Source: an optimization exercise on an open RTL-to-GDS flow (aim: small area and a short achievable clock period). Production flows keep margins and buffers that such runs may drop. Where RTL was checked, it was by simulation tests only, not by an equivalence proof against the original. The RTL of run 3 was laid out without a check of its function. In every run shown here, the design's own scripts or RTL, not TritonCTS, make the clock network. No driver is modelled on the clock port, so clock power and skew are understated where the tree is cut down; a real chip needs a root buffer or a tree. Power and IR drop assume default switching activity.

**flow/flow/run.sh**
```bash
#!/bin/bash
# Standard layout with two extra steps:
#  - before CTS, a hand-built two-level clock tree (flow/pre_cts.tcl)
#    replaces TritonCTS; the rest of the CTS step (legalisation, setup and
#    hold repair) runs as usual;
#  - before detailed placement, each output port's register (and the
#    inverter after it, if any) is moved next to the port's output buffer.
set -euo pipefail
here=$(pwd)
export PRE_DETAIL_PLACE_TCL="$here/flow/out_regs.tcl"
export PRE_CTS_TCL="$here/flow/pre_cts.tcl"
bash standard.sh > "$here/standard.log" 2>&1
```
**flow/flow/manual_cts.tcl**
```tcl
# Manual two-level clock tree: the clock port feeds NR root buffers; each
# root feeds a group of leaf buffers; each leaf feeds a compact cluster of
# about CL register clock pins. All buffers are clkbuf_16.
proc mcts_build { {CL 30} {NR 4} } {
  set db [ord::get_db]
  set block [ord::get_db_block]
  set master [$db findMaster sky130_fd_sc_hd__clkbuf_16]
  set clk [$block findNet clk]
  set sinks {}
  foreach it [$clk getITerms] {
    set inst [$it getInst]
    set bb [$inst getBBox]
    set x [expr {([$bb xMin] + [$bb xMax]) / 2}]
    set y [expr {([$bb yMin] + [$bb yMax]) / 2}]
    lappend sinks [list $x $y $it]
  }
  set n [llength $sinks]
  set nleaf [expr {int(ceil(double($n) / $CL))}]
  set nb [expr {max(1, int(round(sqrt($nleaf))))}]
  # bands by y, chunks by x
  set sinks [lsort -integer -index 1 $sinks]
  set per_band [expr {int(ceil(double($n) / $nb))}]
  set clusters {}
  for {set b 0} {$b < $nb} {incr b} {
    set band [lrange $sinks [expr {$b * $per_band}] [expr {($b + 1) * $per_band - 1}]]
    if {[llength $band] == 0} { continue }
    set band [lsort -integer -index 0 $band]
    set nc [expr {int(ceil(double([llength $band]) / $CL))}]
    set per [expr {int(ceil(double([llength $band]) / $nc))}]
    # snake order so that neighbouring clusters stay close
    for {set c 0} {$c < $nc} {incr c} {
      set cl [lrange $band [expr {$c * $per}] [expr {($c + 1) * $per - 1}]]
      if {[llength $cl] > 0} { lappend clusters $cl }
    }
  }
  # leaf buffers at cluster centroids
  set leaves {}
  set k 0
  foreach cl $clusters {
    set sx 0; set sy 0
    foreach s $cl { incr sx [lindex $s 0]; incr sy [lindex $s 1] }
    set cx [expr {$sx / [llength $cl]}]
    set cy [expr {$sy / [llength $cl]}]
    set inst [odb::dbInst_create $block $master "mcts_leaf_$k"]
    set net [odb::dbNet_create $block "mcts_leaf_net_$k"]
    $net setSigType CLOCK
    [$inst findITerm X] connect $net
    foreach s $cl {
      set it [lindex $s 2]
      $it disconnect
      $it connect $net
    }
    $inst setLocation [expr {$cx - [$master getWidth] / 2}] [expr {$cy - [$master getHeight] / 2}]
    $inst setPlacementStatus PLACED
    lappend leaves [list $cx $cy $inst]
    incr k
  }
  # roots: split leaves into NR groups (2x2 by median) and buffer each group
  set leaves [lsort -integer -index 1 $leaves]
  set half [expr {[llength $leaves] / 2}]
  set groups {}
  foreach part [list [lrange $leaves 0 [expr {$half - 1}]] [lrange $leaves $half end]] {
    set part [lsort -integer -index 0 $part]
    set h2 [expr {[llength $part] / 2}]
    lappend groups [lrange $part 0 [expr {$h2 - 1}]] [lrange $part $h2 end]
  }
  set r 0
  foreach g $groups {
    set sx 0; set sy 0
    foreach l $g { incr sx [lindex $l 0]; incr sy [lindex $l 1] }
    set cx [expr {$sx / [llength $g]}]
    set cy [expr {$sy / [llength $g]}]
    set inst [odb::dbInst_create $block $master "mcts_root_$r"]
    set net [odb::dbNet_create $block "mcts_root_net_$r"]
    $net setSigType CLOCK
    [$inst findITerm X] connect $net
    foreach l $g { [[lindex $l 2] findITerm A] connect $net }
    [$inst findITerm A] connect $clk
    $inst setLocation [expr {$cx - [$master getWidth] / 2}] [expr {$cy - [$master getHeight] / 2}]
    $inst setPlacementStatus PLACED
    incr r
  }
  $clk setSigType CLOCK
  puts "mcts: $n sinks, [llength $clusters] leaves, $r roots"
}
```
**flow/flow/out_regs.tcl**
```tcl
# Move the cells that drive each output buffer next to that buffer.
set block [ord::get_db_block]
proc out_driver { net } {
  foreach it [$net getITerms] {
    if {[$it isOutputSignal]} { return [$it getInst] }
  }
  return ""
}
set moved 0
foreach bt [$block getBTerms] {
  if {[$bt getIoType] ne "OUTPUT"} { continue }
  set net [$bt getNet]
  if {$net eq "NULL"} { continue }
  set buf [out_driver $net]
  if {$buf eq ""} { continue }
  set loc [$buf getLocation]
  set inst $buf
  for {set k 0} {$k < 3} {incr k} {
    set in_net ""
    foreach it [$inst getITerms] {
      if {[$it isInputSignal] && [$it getNet] ne "NULL"} { set in_net [$it getNet] }
    }
    if {$in_net eq ""} { break }
    if {[llength [$in_net getITerms]] != 2 || [llength [$in_net getBTerms]] != 0} { break }
    set d [out_driver $in_net]
    if {$d eq ""} { break }
    $d setLocation [lindex $loc 0] [lindex $loc 1]
    incr moved
    puts "out_regs: [$d getName] -> next to [$buf getName]"
    if {[[$d getMaster] isSequential]} { break }
    set inst $d
  }
}
puts "out_regs: moved $moved cells"
```
**flow/flow/pre_cts.tcl**
```tcl
# Build the clock tree by hand (see manual_cts.tcl) in place of TritonCTS:
# the clock port feeds four root buffers, each root a group of leaf
# buffers, each leaf a compact cluster of about 36 register clock pins.
source [file join [file dirname [info script]] manual_cts.tcl]
mcts_build 36 4
# the flow's CTS call then only marks the clock as propagated
proc clock_tree_synthesis { args } {
  set_propagated_clock [all_clocks]
  puts "clock tree built by manual_cts.tcl"
}
```
**flow/standard.sh**
```bash
#!/bin/bash
# synth_recipe.tcl (not shown) runs the flow's synth.tcl, then flattens the netlist and writes it again
# the make line also repeats each setting of config.mk as NAME=value (left out here)
make -C /OpenROAD-flow-scripts/flow DESIGN_CONFIG=/design/flow/config.mk WORK_HOME=/design/flow/orfs CLKGATE_MAP_FILE= SYNTH_SCRIPT=/design/flow/synth_recipe.tcl "${@:-finish}"
```
**flow/config.mk**
```make
export PLATFORM = sky130hd
export DESIGN_NAME = video_frame_top
export DESIGN_NICKNAME = video_frame_top
export VERILOG_FILES = /design/flow/design.v
export SDC_FILE = /design/flow/constraint.sdc
export NUM_CORES = 4
export LEC_CHECK = 0
export CAP_MARGIN = 20
export CORE_MARGIN = 2
export CORE_UTILIZATION = 65
export PLACE_DENSITY = 0.75
export SETUP_SLACK_MARGIN = 1.75
export SLEW_MARGIN = 20
```
**flow/constraint.sdc**
```tcl
create_clock -name core_clock -period 3.5 [get_ports {clk}]
set_input_delay 0.7000 -clock core_clock [delete_from_list [all_inputs] [get_ports {clk}]]
set_output_delay 0.7000 -clock core_clock [all_outputs]
set_load 0.01 [all_outputs]
```
**flow/design.v**
```verilog
package video_pkg;
   typedef enum logic [1:0] {
      mode_view,
      mode_source,
      mode_copy,
      mode_result
   } mode_t;
   typedef logic [7:0] pixel_t;
   typedef logic [$clog2(16 * 8)-1:0] vaddr_t;
   typedef logic [$clog2(64)-1:0] hcount_t;
   typedef logic [$clog2(30)-1:0] vcount_t;
endpackage
`timescale 1ns/1ps
module video_frame_top
(
   input  logic   clk,
   input  logic   arst_n,
   input  video_pkg::mode_t  mode,
   input  logic   cam_valid,
   input  logic   cam_frame_start,
   input  video_pkg::pixel_t cam_pixel,
   input  logic   copy_start,
   output logic   copy_done,
   output video_pkg::pixel_t vid_pixel,
   output logic   vid_hsync,
   output logic   vid_vsync,
   output logic   vid_blank
);
   logic [5:0] hcount;
   logic [4:0] vcount;
   logic       hblank, vblank, hsync, vsync, blank;
   logic       hwin, vwin;
   logic       next_hblank, next_vblank, next_hwin, next_vwin;
   logic       hreset, vreset;
   assign hreset = (hcount == 6'(64 - 1));
   assign vreset = hreset && (vcount == 5'(30 - 1));
   assign next_hblank = hreset ? 1'b0 : ((hcount == 6'(48 - 1)) ? 1'b1 : hblank);
   assign next_vblank = vreset ? 1'b0 :
                        ((hreset && vcount == 5'(24 - 1)) ? 1'b1 : vblank);
   assign next_hwin   = (hcount == 6'(8 - 1)) ? 1'b1 :
                        ((hcount == 6'(8 + 16 - 1)) ? 1'b0 : hwin);
   assign next_vwin   = (hreset && vcount == 5'(4 - 1)) ? 1'b1 :
                        ((hreset && vcount == 5'(4 + 8 - 1)) ? 1'b0 : vwin);
   video_pkg::mode_t mode_q;
   logic sel_data, sel_fill;
   always_ff @(posedge clk or negedge arst_n) begin
      if (!arst_n) begin
         hcount   <= '0;
         vcount   <= '0;
         hblank   <= 1'b0;
         vblank   <= 1'b0;
         hwin     <= 1'b0;
         vwin     <= 1'b0;
         hsync    <= 1'b1;
         vsync    <= 1'b1;
         blank    <= 1'b1;
         sel_data <= 1'b0;
         sel_fill <= 1'b0;
      end else begin
         hcount <= hreset ? '0 : hcount + 1'b1;
         if (hreset) begin
            vcount <= vreset ? '0 : vcount + 1'b1;
         end
         hblank <= next_hblank;
         vblank <= next_vblank;
         hwin   <= next_hwin;
         vwin   <= next_vwin;
         hsync  <= (hcount == 6'(52 - 1)) ? 1'b0 :
                   ((hcount == 6'(58 - 1)) ? 1'b1 : hsync);
         vsync  <= (hreset && vcount == 5'(26 - 1)) ? 1'b0 :
                   ((hreset && vcount == 5'(28 - 1)) ? 1'b1 : vsync);
         blank  <= next_vblank | next_hblank;
         sel_data <= next_hwin && next_vwin && mode_q[0];
         sel_fill <= !(next_vblank || next_hblank) && !(next_hwin && next_vwin);
      end
   end
   always_ff @(posedge clk) begin
      mode_q <= mode;
   end
   logic [6:0] wr_ptr;
   logic [6:0] this_addr;
   logic [3:0] wslot_idx;
   logic [3:0] phc;       
   logic [3:0] wps;       
   logic [2:0] wtagm;
   logic [7:0] wdat, wdat_n;
   logic [2:0] wtag;
   logic [3:0] wx;
   logic       wr0;       
   logic       wrw;       
   logic [15:0] wslot;
   logic [7:0] rd_q;
   logic       active;
   logic       cam_store;
   assign this_addr = cam_frame_start ? '0 : wr_ptr;
   assign cam_store = cam_valid && (mode == video_pkg::mode_view);
   assign wslot_idx = cam_frame_start ? phc : wps;
   always_ff @(posedge clk or negedge arst_n) begin
      if (!arst_n) begin
         phc    <= 4'd5;
         wps    <= 4'd5;
         wr_ptr <= '0;
         wr0    <= 1'b0;
         wrw    <= 1'b0;
      end else begin
         phc <= phc - 1'b1;
         if (cam_valid) begin
            wr_ptr <= this_addr + 1'b1;
            wps    <= cam_frame_start ? phc : wps;
         end else if (cam_frame_start) begin
            wr_ptr <= '0;
            wps    <= phc - 1'b1;
         end else begin
            wps    <= wps - 1'b1;
         end
         wr0 <= cam_store && (this_addr[6:4] == 3'd0);
         wrw <= cam_store && (this_addr[6:4] != 3'd0);
      end
   end
   always_ff @(posedge clk) begin
      wdat   <= active ? rd_q : cam_pixel;
      wdat_n <= active ? ~rd_q : ~cam_pixel;
      wtag   <= this_addr[6:4];
      wtagm  <= this_addr[6:4] - 1'b1;
      wx     <= this_addr[3:0];
      for (int s = 0; s < 16; s++) begin
         wslot[s] <= (wslot_idx == 4'(s));
      end
   end
   logic [8:0] cnt;
   logic [2:0] crow;
   logic [5:0] ck;
   logic       ld;     
   logic       last;
   logic [7:0] cdata;
   logic [3:0] bsel;
   logic [7:0] we1;    
   assign crow = cnt[8:6];
   assign ck   = cnt[5:0];
   assign last = active && (cnt == {3'd7, 6'd58});
   always_ff @(posedge clk or negedge arst_n) begin
      if (!arst_n) begin
         active    <= 1'b0;
         copy_done <= 1'b0;
      end else begin
         if (active) begin
            if (last) active <= 1'b0;
         end else if (copy_start) begin
            active <= 1'b1;
         end
         copy_done <= last;
      end
   end
   always_ff @(posedge clk) begin
      cnt <= active ? cnt + 1'b1 : '0;
   end
   always_ff @(posedge clk) begin
      ld <= active && (ck >= 6'd25) && (ck <= 6'd40);
      for (int r = 0; r < 8; r++) begin
         we1[r] <= active && (ck >= 6'd42) && (ck <= 6'd57) && (crow == 3'(r));
      end
   end
   logic [7:0] wh_d [16];
   logic [15:1] wh_v;
   logic [15:0] wh_in;
   logic [3:0] xl, xl_n;
   logic [2:0] rl, rl_n, rlm, rlm_n;
   logic [3:0] xq;        
   logic       cmp_q, cmpw_q;
   logic [2:0] ctag_n;
   logic [7:1] cm;        
   always_comb begin
      for (int j = 0; j < 16; j++) begin
         wh_in[j] = (wrw && wslot[j]) || (j == 15 && ld);
      end
   end
   assign xl_n   = wrw ? wx : xl;
   assign rl_n   = wrw ? wtag : rl;
   assign rlm_n  = wrw ? wtagm : rlm;
   assign ctag_n = wrw ? (cmpw_q ? wtag : wtagm) : (cmp_q ? rl : rlm);
   always_ff @(posedge clk or negedge arst_n) begin
      if (!arst_n) begin
         xq   <= 4'd11;
         wh_v <= '0;
         cm   <= '0;
      end else begin
         xq <= xq + 1'b1;
         for (int j = 1; j < 15; j++) begin
            wh_v[j] <= (wrw && wslot[j]) || wh_v[j+1];
         end
         for (int r = 1; r < 8; r++) begin
            cm[r] <= ((wrw && wslot[0]) || wh_v[1]) && (ctag_n == 3'(r));
         end
         wh_v[15] <= wrw && wslot[15];
      end
   end
   always_ff @(posedge clk) begin
      for (int j = 0; j < 16; j++) begin
         if (wh_in[j]) begin
            wh_d[j] <= (j % 2 == 1) ? ~wdat : ~wdat_n;
         end else begin
            wh_d[j] <= ~wh_d[(j + 1) % 16];
         end
      end
      cmp_q  <= (xq <= xl_n);
      cmpw_q <= (xq <= this_addr[3:0]);
      xl  <= xl_n;
      rl  <= rl_n;
      rlm <= rlm_n;
      bsel  <= {phc[2:0] + 3'd1, 1'b1};   
   end
   assign cdata = ~wh_d[bsel];
   logic [7:0] b0 [8][16];
   logic [7:0] b1 [8][16];
   always_ff @(posedge clk) begin
      for (int j = 0; j < 16; j++) begin
         if (wr0 && wslot[j]) begin
            b0[0][j] <= (j % 2 == 1) ? ~wdat : ~wdat_n;
         end else begin
            b0[0][j] <= ~b0[0][(j + 1) % 16];
         end
      end
      for (int r = 1; r < 8; r++) begin
         for (int j = 0; j < 15; j++) begin
            b0[r][j] <= b0[r][j+1];
         end
         b0[r][15] <= cm[r] ? wh_d[0] : b0[r][0];
      end
      for (int r = 0; r < 8; r++) begin
         for (int j = 0; j < 15; j++) begin
            b1[r][j] <= b1[r][j+1];
         end
         b1[r][15] <= we1[r] ? cdata : b1[r][0];
      end
   end
   logic [2:0] rsel_nx;      
   logic       bsel1_nx;
   logic [7:0] rs0, rs1;     
   logic [7:0] tap;
   assign rsel_nx  = active ? crow : (vcount[2:0] ^ 3'd4);
   assign bsel1_nx = !active && (mode_q == video_pkg::mode_result);
   always_comb begin
      tap = '0;
      for (int r = 0; r < 8; r++) begin
         tap = tap | ({8{rs0[r]}} & b0[r][0]) | ({8{rs1[r]}} & b1[r][0]);
      end
   end
   always_ff @(posedge clk) begin
      for (int r = 0; r < 8; r++) begin
         rs0[r] <= !bsel1_nx && (rsel_nx == 3'(r));
         rs1[r] <= bsel1_nx && (rsel_nx == 3'(r));
      end
      rd_q <= tap;
   end
   logic vid_hsync_n, vid_vsync_n, vid_blank_n;
   assign vid_hsync = ~vid_hsync_n;
   assign vid_vsync = ~vid_vsync_n;
   assign vid_blank = ~vid_blank_n;
   always_ff @(posedge clk or negedge arst_n) begin
      if (!arst_n) begin
         vid_pixel   <= '0;
         vid_hsync_n <= 1'b0;
         vid_vsync_n <= 1'b0;
         vid_blank_n <= 1'b0;
      end else begin
         vid_hsync_n <= ~hsync;
         vid_vsync_n <= ~vsync;
         vid_blank_n <= ~blank;
         vid_pixel <= sel_data ? rd_q : {sel_fill, 7'd0};
      end
   end
endmodule
```
==> flow_summary.json, run 1 <==
{
  "timing.rr.start": "bsel[3]",
  "clock_latency_ns": 0.55,
  "finalCriticalPeriod_ns": 1.77,
  "clkPwrFrac": 0.259,
  "tightest_slew_ns": 0.884,
  "ys.warnings.count": 4,
  "multi_input_comb_area_mm2": 0.00742,
  "cap_violations": 0,
  "outcome": "no timing/DRC/antenna violations",
  "finalClockSkew_ns": 0.0624,
  "crit_arrival_ns": 1.07,
  "synth_area_mm2": 0.0553,
  "start_util": 0.653,
  "synth_ff_type": "dfxtp_1",
  "seq_area_frac_synth": 0.859,
  "dr.pass1.iters": 5,
  "cp_max_fo": 1,
  "vias": 22700,
  "viasPerCell": 5.03,
  "rows": 107,
  "seqPwrFrac": 0.711,
  "rr_endpoint": "b1[127][7]",
  "hold_viol": 0,
  "postCtsHoldBufs": 0,
  "port_buffers": 26,
  "setup-violations-final": 0,
  "synth_nets": 3369,
  "min_path_type": "in -> async",
  "netlist.area_leader.share": 0.821,
  "ys_top_cells_by_area": "dfxtp_1 (82%), mux2i_1 (5.5%), dfrtp_1 (3.0%)",
  "routed_wl_um": 92900,
  "layout_common_cells": "dfxtp_1 (2,270), mux2i_1 (303), mux2_2 (131)",
  "finalMaxSlewViolations": 0,
  "leakagePower_nw": 25.6,
  "grt_antenna_before_repair": 6,
  "p_sw_mw": 8.93,
  "dp_cells": 4432,
  "power-per-cell-area_mw_per_mm2": 709,
  "synthArstFlopShare": 0.0323,
  "grt_max_degree": 67,
  "combPwrFrac": 0.031,
  "fin_crit_sh": 0.505,
  "ant_nets": 0,
  "synth_edf_count": 6,
  "worst_slack_ns": 1.73,
  "clk_pin_slew_worst_paths_ns": 0.11,
  "irDropWorstVdd_uv": 941,
  "reg2reg_slack_ns": 1.80,
  "timing.hold.ws_ns": 0.270,
  "dieWidth_um": 296,
  "seqCellArea_mm2": 0.0476,
  "slew_headroom": 0.411,
  "endpoint_kind": "primary output",
  "dp_hpwl_um": 59900,
  "fillers": 5247,
  "layout_commonest_cell": "dfxtp_1",
  "drtIter0Drc": 1263,
  "die_y_um": 296,
  "final_area_mm2": 0.0588,
  "path_buf_inv": 1,
  "core-area_mm2": 0.0847,
  "grt_pass1_vias": 22900,
  "setup_tns_ns": 0,
  "synth_top_area_cell": "dfxtp_1",
  "worst_path_largest_cell_delay_ns": 0.39,
  "critical_path_class": "reg -> out",
  "cp-start-kind": "flip-flop",
  "stdcell_count": 4515,
  "synth_seq_cells": 2353,
  "syn_area_per_cell_um2": 16.6,
  "pre_cts_ws_ns": 0.972,
  "reg2regPathDepth": 4,
  "netlist_instances": 3330,
  "drive_above_1_share": 0.0822,
  "cp_data_required_time_ns": 2.80,
  "routabilityCongestion": 0.907,
  "grt_first_pass_wirelength_um": 140000,
  "drc_errors": 0,
  "cpMaxStageDelayCell": "dfrtp_1",
  "grt_usage": 0.212,
  "p_sw_frac": 0.214,
  "synth_cell_type_count": 59,
  "syn2layout_area_growth_pct": 6.29,
  "utilization": 0.694,
  "rsz0062_at_grt": "yes",
  "cpLargestDelayFamily": "flip-flops",
  "p_int_mw": 32.8,
  "crit_path_cell_trace": "buf_2",
  "placed_area_mm2": 0.0568,
  "fmax_mhz": 566,
  "ios": 27,
  "nets": 3411,
  "grt-ovfl-total": 0,
  "power_mw": 41.7,
  "die_area_mm2": 0.0875,
  "wl_per_cell_um": 20.6
}
cell usage after synthesis (19+ instances only):
cell type / n
nand2_1: 66
nand2b_1: 29
clkbuf_1: 48
inv_1: 42
a221oi_1: 32
dfrtp_1: 66
mux2_2: 131
ha_1: 24
mux2i_1: 303
a22o_1: 33
dfxtp_1: 2271
nor2_1: 56
nor3_1: 19
how the worst max path moves through the flow:
| stage | start | endpoint | cells past startpoint |
|---|---|---|---|
| 6_report | vid_pixel[6] | vid_pixel[6] | 1 |
| 4_1_cts | wrw | cmp_q | 6 |
| 5_1_grt | vid_blank_n | vid_blank | 2 |
| 3_3_place_gp | cam_frame_start | wr_ptr[4] | 9 |
| 2_1_floorplan | cam_frame_start | cmpw_q | 8 |
| 3_5_place_dp | cam_frame_start | wr_ptr[4] | 9 |
layer usage:
layer / wire [µm] / vias to the layer above / track usage
li1: - / 10900 / -
met1: 44900 / 11200 / 0.313
met2: 42000 / 464 / 0.342
met3: 3500 / 132 / 0.0190
met4: 2630 / 0 / 0.0530
met5: 0 / - / 0
power groups by stage:
stage                     Clock, mW  Combinational [mW]  Sequential [mW]
after floorplan                   0                1.19             29.3
after global placement            0                1.16             30.1
after detailed placement          0                1.22             30.2
after CTS                      11.0                1.26             29.7
after global routing           11.8                1.38             29.8
final                          10.8                1.28             29.6
final cells by class:
cell class / instances / area share
multi-input cells: 862 / 0.126
well taps: 1144 / 0.0243
repair buffers: 38 / 0.00619
inverters: 42 / 0.00274
flip-flops and latches: 2353 / 0.809
plain buffers: 75 / 0.0319
diodes: 1 / 0.0000425
sequential cells by signal, indices dropped and copies added, names as in the netlist, 9 cells and up:
register,count
b0,1024
b1,1024
cnt,9
wh_d,128
wh_v,15
wslot,16
cell families (layout without fill, tap and decap cells):
| group | after synthesis | count (layout) | synth area share |
|---|---|---|---|
| buffers and inverters | 115 | 155 | 0.00870 |
| xor gates and xnor gates | 21 | 21 | 0.00332 |
| muxes | 435 | 435 | 0.0819 |
| AOI/OAI and AO/OA | 137 | 137 | 0.0193 |
| and+or+nand+nor | 245 | 245 | 0.0221 |
| adders and majority gates | 24 | 24 | 0.00543 |
| other | 0 | 1 | 0 |
| DFF | 2353 | 2353 | 0.859 |
what timing repair did:
action,in CTS,in global routing
buffers inserted,3,3
setup endpoints to repair,200,53
gates cloned,1,0
gates resized for setup,69,12
==> run 2, diff against run 1 <==
--- a/flow/config.mk
+++ b/flow/config.mk
@@ -9,5 +9,5 @@
 export CORE_MARGIN = 2
 export CORE_UTILIZATION = 65
 export PLACE_DENSITY = 0.75
-export SETUP_SLACK_MARGIN = 1.75
+export SETUP_SLACK_MARGIN = 1.8
 export SLEW_MARGIN = 20
==> flow_summary.json, run 2 <==
{
  "synth_most_common_cell": "dfxtp_1",
  "nets": 3415,
  "crit_path_cell_trace": "buf_2",
  "worst_path_largest_cell_delay_ns": 0.38,
  "cp_max_fo": 1,
  "cpLargestDelayFamily": "flip-flops",
  "dp_cells": 4431,
  "fin_crit_sh": 0.501,
  "grt_pass1_vias": 23400,
  "cpMaxStageDelayCell": "dfrtp_1",
  "finalClockSkew_ns": 0.0554,
  "multi_input_comb_area_mm2": 0.00754,
  "setup_tns_ns": 0,
  "yosys-top-cells-count": "dfxtp_1 (2,271), mux2i_1 (303), mux2_2 (131), dfrtp_1 (66), nand2_1 (66)",
  "synthArstFlopShare": 0.0323,
  "tightest_slew_ns": 0.908,
  "syn_area_per_cell_um2": 16.6,
  "stdcell_count": 4522,
  "path_buf_inv": 1,
  "timing.hold.ws_ns": 0.298,
  "postCtsHoldBufs": 0,
  "syn2layout_area_growth_pct": 6.70,
  "cp-start-kind": "flip-flop",
  "rows": 107,
  "dp_hpwl_um": 60200,
  "critical_path_class": "reg -> out",
  "dieWidth_um": 296,
  "seqCellArea_mm2": 0.0476,
  "layout_common_cells": "dfxtp_1 (2,270), mux2i_1 (300), mux2_2 (129)",
  "finalCriticalPeriod_ns": 1.75,
  "setup-violations-final": 0,
  "die_y_um": 296,
  "layout_commonest_cell": "dfxtp_1",
  "reg2regPathDepth": 5,
  "ant_nets": 0,
  "pre_cts_ws_ns": 0.934,
  "synth_nets": 3369,
  "power-per-cell-area_mw_per_mm2": 707,
  "drive_above_1_share": 0.0880,
  "clock_latency_ns": 0.54,
  "irDropWorstVdd_uv": 618,
  "netlist_instances": 3330,
  "hold_viol": 0,
  "worst_slack_ns": 1.75,
  "wl_per_cell_um": 20.7,
  "rsz0062_at_grt": "yes",
  "synth_area_mm2": 0.0553,
  "slew_headroom": 0.395,
  "netlist.area_leader.share": 0.821,
  "largestRegisters": "b0: 1024 flops, b1: 1024 flops, wh_d: 128 flops",
  "grt-ovfl-total": 0,
  "vias": 22800,
  "min_path_type": "in -> async",
  "grt_max_degree": 69,
  "cp_data_required_time_ns": 2.80,
  "core-area_mm2": 0.0847,
  "start_util": 0.653,
  "crit_arrival_ns": 1.05,
  "fmax_mhz": 570,
  "grt_usage": 0.215,
  "leakagePower_nw": 25.7,
  "routed_wl_um": 93800,
  "finalMaxSlewViolations": 0,
  "ys.warnings.count": 4,
  "port_buffers": 26,
  "dr.pass1.iters": 5,
  "synth_top_area_cell": "dfxtp_1",
  "ios": 27,
  "cp.depth": 1,
  "viasPerCell": 5.03,
  "synth_seq_cells": 2353,
  "clk_pin_slew_worst_paths_ns": 0.11,
  "synth_ff_type": "dfxtp_1",
  "drc_errors": 0,
  "grt_antenna_before_repair": 5,
  "fillers": 5215,
  "routabilityCongestion": 0.918,
  "endpoint_kind": "primary output",
  "synth_edf_count": 6,
  "die_area_mm2": 0.0875,
  "grt_first_pass_wirelength_um": 141000,
  "cap_violations": 0,
  "seq_area_frac_synth": 0.859,
  "synth_cell_type_count": 59,
  "outcome": "no timing/DRC/antenna violations",
  "ys_top_cells_by_area": "dfxtp_1 (82%), mux2i_1 (5.5%), dfrtp_1 (3.0%)",
  "utilization": 0.697,
  "drtIter0Drc": 1398
}
run 2: cell type report:
| type | instances | area share |
|---|---|---|
| flip-flops and latches | 2353 | 0.806 |
| diodes | 4 | 0.000170 |
| plain buffers | 75 | 0.0318 |
| multi-input cells | 862 | 0.128 |
| inverters | 42 | 0.00267 |
| repair buffers | 42 | 0.00778 |
| well taps | 1144 | 0.0242 |
run 2: layer usage:
| layer | GRT usage | share of wire |
|---|---|---|
| met1 | 0.313 | 0.48 |
| met2 | 0.350 | 0.46 |
| met3 | 0.0190 | 0.034 |
| met4 | 0.0558 | 0.030 |
| met5 | 0 | 0 |
run 2: path summary, 6_finish.rpt:
path | from | end | slack, ns
min | arst_n | hblank | 0.30
min in group core_clock | b0[92][7] | b0[91][7] | 0.31
min reg2reg | b0[92][7] | b0[91][7] | 0.31
max | vid_pixel[6] | vid_pixel[6] | 1.75
max reg2reg | bsel[1] | b1[127][5] | 1.79
max in group asynchronous | arst_n | wrw | 2.51
run 2: logic make-up after synthesis:
logic type      synth area share
compound gates            0.0193
xor+xnor                 0.00332
fa+ha+maj                0.00543
buf+inv                  0.00870
flops                      0.859
mux                       0.0819
simple gates              0.0221
run 2: report_power, final:
group	leakage [nW]	internal [mW]	switching [mW]
logic	5.32	0.665	0.643
clock network	0.924	3.85	6.93
registers	19.4	28.3	1.37
total	25.7	32.8	8.93
run 2: repair_timing:
item / 4_1_cts / 5_1_grt
resized for setup: 72 / 37
setup buffers: 5 / 4
pin swaps: 1 / 9
setup endpoints to repair: 234 / 81
gates cloned: 1 / 2
run 2: stage by stage:
stage                     cell area, µm²  total power [mW]
after floorplan                    55400              30.5
after global placement             56800              31.3
after detailed placement           56800              31.5
after global routing               59000              43.1
final                              59100              41.7
after CTS                          58800              41.9
==> run 3, diff against run 2 <==
--- a/flow/design.v
+++ b/flow/design.v
@@ -56,6 +56,7 @@
          blank    <= 1'b1;
          sel_data <= 1'b0;
          sel_fill <= 1'b0;
+         mode_q   <= video_pkg::mode_view;
       end else begin
          hcount <= hreset ? '0 : hcount + 1'b1;
          if (hreset) begin
@@ -72,10 +73,8 @@
          blank  <= next_vblank | next_hblank;
          sel_data <= next_hwin && next_vwin && mode_q[0];
          sel_fill <= !(next_vblank || next_hblank) && !(next_hwin && next_vwin);
-      end
-   end
-   always_ff @(posedge clk) begin
-      mode_q <= mode;
+         mode_q   <= mode;
+      end
    end
    logic [6:0] wr_ptr;
    logic [6:0] this_addr;
@@ -134,41 +133,50 @@
    logic       last;
    logic [7:0] cdata;
    logic [3:0] bsel;
-   logic [7:0] we1;    
+   logic       wwin;   
+   logic [7:0] we1;
    assign crow = cnt[8:6];
    assign ck   = cnt[5:0];
    assign last = active && (cnt == {3'd7, 6'd58});
    always_ff @(posedge clk or negedge arst_n) begin
       if (!arst_n) begin
          active    <= 1'b0;
+         cnt       <= '0;
          copy_done <= 1'b0;
       end else begin
          if (active) begin
+            cnt <= cnt + 1'b1;
             if (last) active <= 1'b0;
          end else if (copy_start) begin
             active <= 1'b1;
+            cnt    <= '0;
          end
          copy_done <= last;
       end
    end
-   always_ff @(posedge clk) begin
-      cnt <= active ? cnt + 1'b1 : '0;
-   end
-   always_ff @(posedge clk) begin
-      ld <= active && (ck >= 6'd25) && (ck <= 6'd40);
+   always_comb begin
       for (int r = 0; r < 8; r++) begin
-         we1[r] <= active && (ck >= 6'd42) && (ck <= 6'd57) && (crow == 3'(r));
+         we1[r] = wwin && (crow == 3'(r));
+      end
+   end
+   always_ff @(posedge clk or negedge arst_n) begin
+      if (!arst_n) begin
+         ld   <= 1'b0;
+         wwin <= 1'b0;
+      end else begin
+         ld <= active && (ck >= 6'd25) && (ck <= 6'd40);
+         wwin <= active && (ck >= 6'd42) && (ck <= 6'd57);
       end
    end
    logic [7:0] wh_d [16];
-   logic [15:1] wh_v;
+   logic [15:0] wh_v;
    logic [15:0] wh_in;
    logic [3:0] xl, xl_n;
    logic [2:0] rl, rl_n, rlm, rlm_n;
    logic [3:0] xq;        
    logic       cmp_q, cmpw_q;
    logic [2:0] ctag_n;
-   logic [7:1] cm;        
+   logic [7:1] ctag;
    always_comb begin
       for (int j = 0; j < 16; j++) begin
          wh_in[j] = (wrw && wslot[j]) || (j == 15 && ld);
@@ -182,14 +190,10 @@
       if (!arst_n) begin
          xq   <= 4'd11;
          wh_v <= '0;
-         cm   <= '0;
       end else begin
          xq <= xq + 1'b1;
-         for (int j = 1; j < 15; j++) begin
+         for (int j = 0; j < 15; j++) begin
             wh_v[j] <= (wrw && wslot[j]) || wh_v[j+1];
-         end
-         for (int r = 1; r < 8; r++) begin
-            cm[r] <= ((wrw && wslot[0]) || wh_v[1]) && (ctag_n == 3'(r));
          end
          wh_v[15] <= wrw && wslot[15];
       end
@@ -207,9 +211,12 @@
       xl  <= xl_n;
       rl  <= rl_n;
       rlm <= rlm_n;
-      bsel  <= {phc[2:0] + 3'd1, 1'b1};   
-   end
-   assign cdata = ~wh_d[bsel];
+      for (int r = 1; r < 8; r++) begin
+         ctag[r] <= (ctag_n == 3'(r));
+      end
+      bsel  <= {phc[2:0] + 3'd1, 1'b0};   
+      cdata <= wh_d[bsel];
+   end
    logic [7:0] b0 [8][16];
    logic [7:0] b1 [8][16];
    always_ff @(posedge clk) begin
@@ -224,7 +231,7 @@
          for (int j = 0; j < 15; j++) begin
             b0[r][j] <= b0[r][j+1];
          end
-         b0[r][15] <= cm[r] ? wh_d[0] : b0[r][0];
+         b0[r][15] <= (wh_v[0] && ctag[r]) ? wh_d[0] : b0[r][0];
       end
       for (int r = 0; r < 8; r++) begin
          for (int j = 0; j < 15; j++) begin
@@ -233,24 +240,19 @@
          b1[r][15] <= we1[r] ? cdata : b1[r][0];
       end
    end
-   logic [2:0] rsel_nx;      
-   logic       bsel1_nx;
-   logic [7:0] rs0, rs1;     
-   logic [7:0] tap;
-   assign rsel_nx  = active ? crow : (vcount[2:0] ^ 3'd4);
-   assign bsel1_nx = !active && (mode_q == video_pkg::mode_result);
-   always_comb begin
-      tap = '0;
-      for (int r = 0; r < 8; r++) begin
-         tap = tap | ({8{rs0[r]}} & b0[r][0]) | ({8{rs1[r]}} & b1[r][0]);
-      end
-   end
-   always_ff @(posedge clk) begin
-      for (int r = 0; r < 8; r++) begin
-         rs0[r] <= !bsel1_nx && (rsel_nx == 3'(r));
-         rs1[r] <= bsel1_nx && (rsel_nx == 3'(r));
-      end
-      rd_q <= tap;
+   logic [2:0] rsel, rsel_n;     
+   logic       bsel1, bsel1_n;   
+   always_ff @(posedge clk) begin
+      rsel    <= active ? crow : (vcount[2:0] ^ 3'd4);
+      rsel_n  <= ~(active ? crow : (vcount[2:0] ^ 3'd4));
+      bsel1   <= !active && (mode_q == video_pkg::mode_result);
+      bsel1_n <= !(!active && (mode_q == video_pkg::mode_result));
+      for (int i = 0; i < 4; i++) begin
+         rd_q[i] <= bsel1 ? b1[rsel][0][i] : b0[rsel][0][i];
+      end
+      for (int i = 4; i < 8; i++) begin
+         rd_q[i] <= !bsel1_n ? b1[~rsel_n][0][i] : b0[~rsel_n][0][i];
+      end
    end
    logic vid_hsync_n, vid_vsync_n, vid_blank_n;
    assign vid_hsync = ~vid_hsync_n;
==> flow/flow/pre_cts.tcl (replaced) <==
# Build the clock tree by hand (see manual_cts.tcl) in place of TritonCTS:
# the clock port feeds four root buffers, each root a group of leaf
# buffers, each leaf a compact cluster of about 32 register clock pins.
source [file join [file dirname [info script]] manual_cts.tcl]
mcts_build 32 4
# the flow's CTS call then only marks the clock as propagated
proc clock_tree_synthesis { args } {
  set_propagated_clock [all_clocks]
  puts "clock tree built by manual_cts.tcl"
}
--- a/flow/config.mk
+++ b/flow/config.mk
@@ -9,5 +9,5 @@
 export CORE_MARGIN = 2
 export CORE_UTILIZATION = 65
 export PLACE_DENSITY = 0.75
-export SETUP_SLACK_MARGIN = 1.8
+export SETUP_SLACK_MARGIN = 1.75
 export SLEW_MARGIN = 20
==> flow_summary.json, run 3 <==
{
  "grt_usage": 0.199,
  "rows": 107,
  "ys_top_cells_by_area": "dfxtp_1 (81%), mux2i_1 (5.2%), dfrtp_1 (3.3%)",
  "use_met3": 0.0232,
  "core-area_mm2": 0.0850,
  "synthArstFlopShare": 0.0354,
  "timing.hold.ws_ns": 0.196,
  "crit_path_cell_trace": "inv_1 -> buf_2",
  "synth_edf_count": 6,
  "syn2layout_area_growth_pct": 7.35,
  "dr.pass1.iters": 5,
  "routabilityCongestion": 0.852,
  "critical_path.startpoint": "vid_hsync_n",
  "tightest_slew_ns": 0.902,
  "start_util": 0.654,
  "leakagePower_nw": 25.9,
  "endpoint_kind": "primary output",
  "irDropWorstVdd_uv": 524,
  "drc_errors": 0,
  "grt_pass1_vias": 23400,
  "drtIter0Drc": 1244,
  "syn_area_per_cell_um2": 16.4,
  "pre_cts_ws_ns": 0.942,
  "cp_max_fo": 1,
  "setup-violations-final": 0,
  "port_buffers": 26,
  "ys.warnings.count": 4,
  "die_y_um": 296,
  "finalMaxSlewViolations": 0,
  "met1_usage": 0.276,
  "use_met2": 0.334,
  "netlist_instances": 3395,
  "clock_latency_ns": 0.56,
  "outcome": "no timing/DRC/antenna violations",
  "fmax_mhz": 541,
  "cp_data_required_time_ns": 2.80,
  "grt-ovfl-total": 0,
  "finalCriticalPeriod_ns": 1.85,
  "viasPerCell": 4.98,
  "slew_headroom": 0.398,
  "synth_cell_type_count": 65,
  "netlist.area_leader.share": 0.813,
  "ant_nets": 0,
  "synth_area_mm2": 0.0556,
  "grt_max_degree": 84,
  "utilization": 0.702,
  "dieWidth_um": 296,
  "grt_first_pass_wirelength_um": 134000,
  "dp_cells": 4509,
  "synth_ff_type": "dfxtp_1",
  "grt_antenna_before_repair": 0,
  "setup_tns_ns": 0,
  "top_usage_layer": "met2",
  "placed_area_mm2": 0.0571,
  "final_area_mm2": 0.0597,
  "timing.rr.start": "wrw",
  "drive_above_1_share": 0.100,
  "synth_nets": 3434,
  "die_area_mm2": 0.0879,
  "antenna_cells": 0,
  "synth_most_common_cell": "dfxtp_1",
  "synth_top_area_cell": "dfxtp_1",
  "rsz0062_at_grt": "yes",
  "nets": 3512,
  "ios": 27,
  "critical_path_class": "reg -> out",
  "dp_hpwl_um": 56900,
  "yosys-top-cells-count": "dfxtp_1 (2,258), mux2i_1 (287), mux2_2 (137), nand2_1 (101), nor2_1 (76)",
  "vias": 23000,
  "clk_pin_slew_worst_paths_ns": 0.11,
  "min_path_type": "in -> async",
  "largestRegisters": "b0: 1024 flops, b1: 1024 flops, wh_d: 128 flops",
  "cp-start-kind": "flip-flop",
  "worst_slack_ns": 1.65,
  "seq_area_frac_synth": 0.854,
  "layout_common_cells": "dfxtp_1 (2,250), mux2i_1 (278), mux2_2 (136)",
  "power_mw": 43.6,
  "routed_wl_um": 88700,
  "finalClockSkew_ns": 0.0484,
  "postCtsHoldBufs": 0,
  "fin_crit_sh": 0.528,
  "wl_per_cell_um": 19.2,
  "cpMaxStageDelayCell": "dfrtp_1",
  "worst_path_largest_cell_delay_ns": 0.39,
  "hold_viol": 0,
  "stdcell_count": 4615,
  "crit_arrival_ns": 1.15,
  "cap_violations": 0,
  "layout_commonest_cell": "dfxtp_1",
  "power-per-cell-area_mw_per_mm2": 731,
  "synth_seq_cells": 2347
}
run 3: cell types whose count changed after synthesis, sizes merged, moves of 12 or more:
| cell | previous run | this run |
|---|---|---|
| mux4 | 1 | 13 |
| a221oi | 32 | 11 |
| inv | 42 | 55 |
| o21ai | 16 | 46 |
| a22oi | 17 | 2 |
| a22o | 33 | 10 |
| a21oi | 8 | 28 |
| nor2 | 57 | 78 |
| nand2 | 73 | 101 |
| dfxtp | 2271 | 2258 |
| mux2i | 303 | 287 |
run 3: report_power, final:
part	switching [mW]	internal, mW
sequential	1.80	28.7
clock	6.98	4.32
combinational	0.877	0.935
run 3: critical path, delay by kind of cell, from the launching register on:
kind | cells | cell delay [ns]
buffers and inverters | 2 | 0.20
DFF | 1 | 0.39
run 3: final timing paths:
path	slack [ns]	to	cells after the start
min in group core_clock	0.30	b0[86][1]	0
hold / removal	0.20	phc[1]	1
setup / recovery	1.65	vid_hsync	2
setup reg to reg	1.70	cmp_q	7
max in group asynchronous	2.69	cnt[8]	1
hold reg to reg	0.30	b0[86][1]	0
run 3: cells by family after synthesis:
family / after synthesis / share of synthesized area
AOI/OAI and AO/OA: 163 / 0.0196
xor gates and xnor gates: 19 / 0.00299
adders and majority gates: 24 / 0.00540
buffers and inverters: 120 / 0.00873
DFF: 2347 / 0.854
muxes: 438 / 0.0850
and+or+nand+nor: 284 / 0.0244
run 3: what timing repair did:
| action | 4_1_cts | 5_1_grt |
|---|---|---|
| setup buffers | 12 | 9 |
| pin swaps | 6 | 4 |
| hold endpoints to repair | 0 | 0 |
| gates resized for setup | 98 | 26 |
| setup endpoints to repair | 165 | 60 |
| gates cloned | 0 | 0 |
run 3: cell type report:
| type | count | area [µm²] |
|---|---|---|
| flip-flops and latches | 2347 | 47500 |
| inverters | 56 | 211 |
| well taps | 1144 | 1430 |
| repair buffers | 55 | 522 |
| fillers | 5212 | 25300 |
| plain buffers | 85 | 2130 |
| multi-input cells | 928 | 7890 |
run 3: per-layer routing:
layer / part of all wire / up-vias
met1: 0.46 / 11300
met4: 0.030 / 0
met3: 0.035 / 155
met2: 0.47 / 408
met5: 0 / -
li1: - / 11200

==> what the ideal ports hide <==
Ports are ideal in the flow. The routed layouts listed here were re-timed in OpenROAD. Step 1 sets driving cells, clkbuf_16 on the clock port and buf_2 on the other inputs (assumed; they add their load-dependent delay and slew). Step 2 also shifts input and output timing later by t, the mid clock arrival at the registers, as if the neighbouring blocks saw the same clock. Three values: no drivers, after step 1, after step 2; two values: the first two.
| run | shift t [ns] | setup WS [ns] | cell pins on the clock port's net |
|---|---|---|---|
| run 1 | 0.648 | 1.732 / 1.600 / 1.321 | 4 |
| run 2 | 0.650 | 1.746 / 1.611 / 1.368 | 4 |
| run 3 | 0.669 | 1.652 / 1.516 / 1.284 | 4 |
After both steps every run listed still meets setup and hold. For run 1, which loses most, drivers alone change the setup slack by -0.132 ns; drivers and shift together by -0.411 ns.
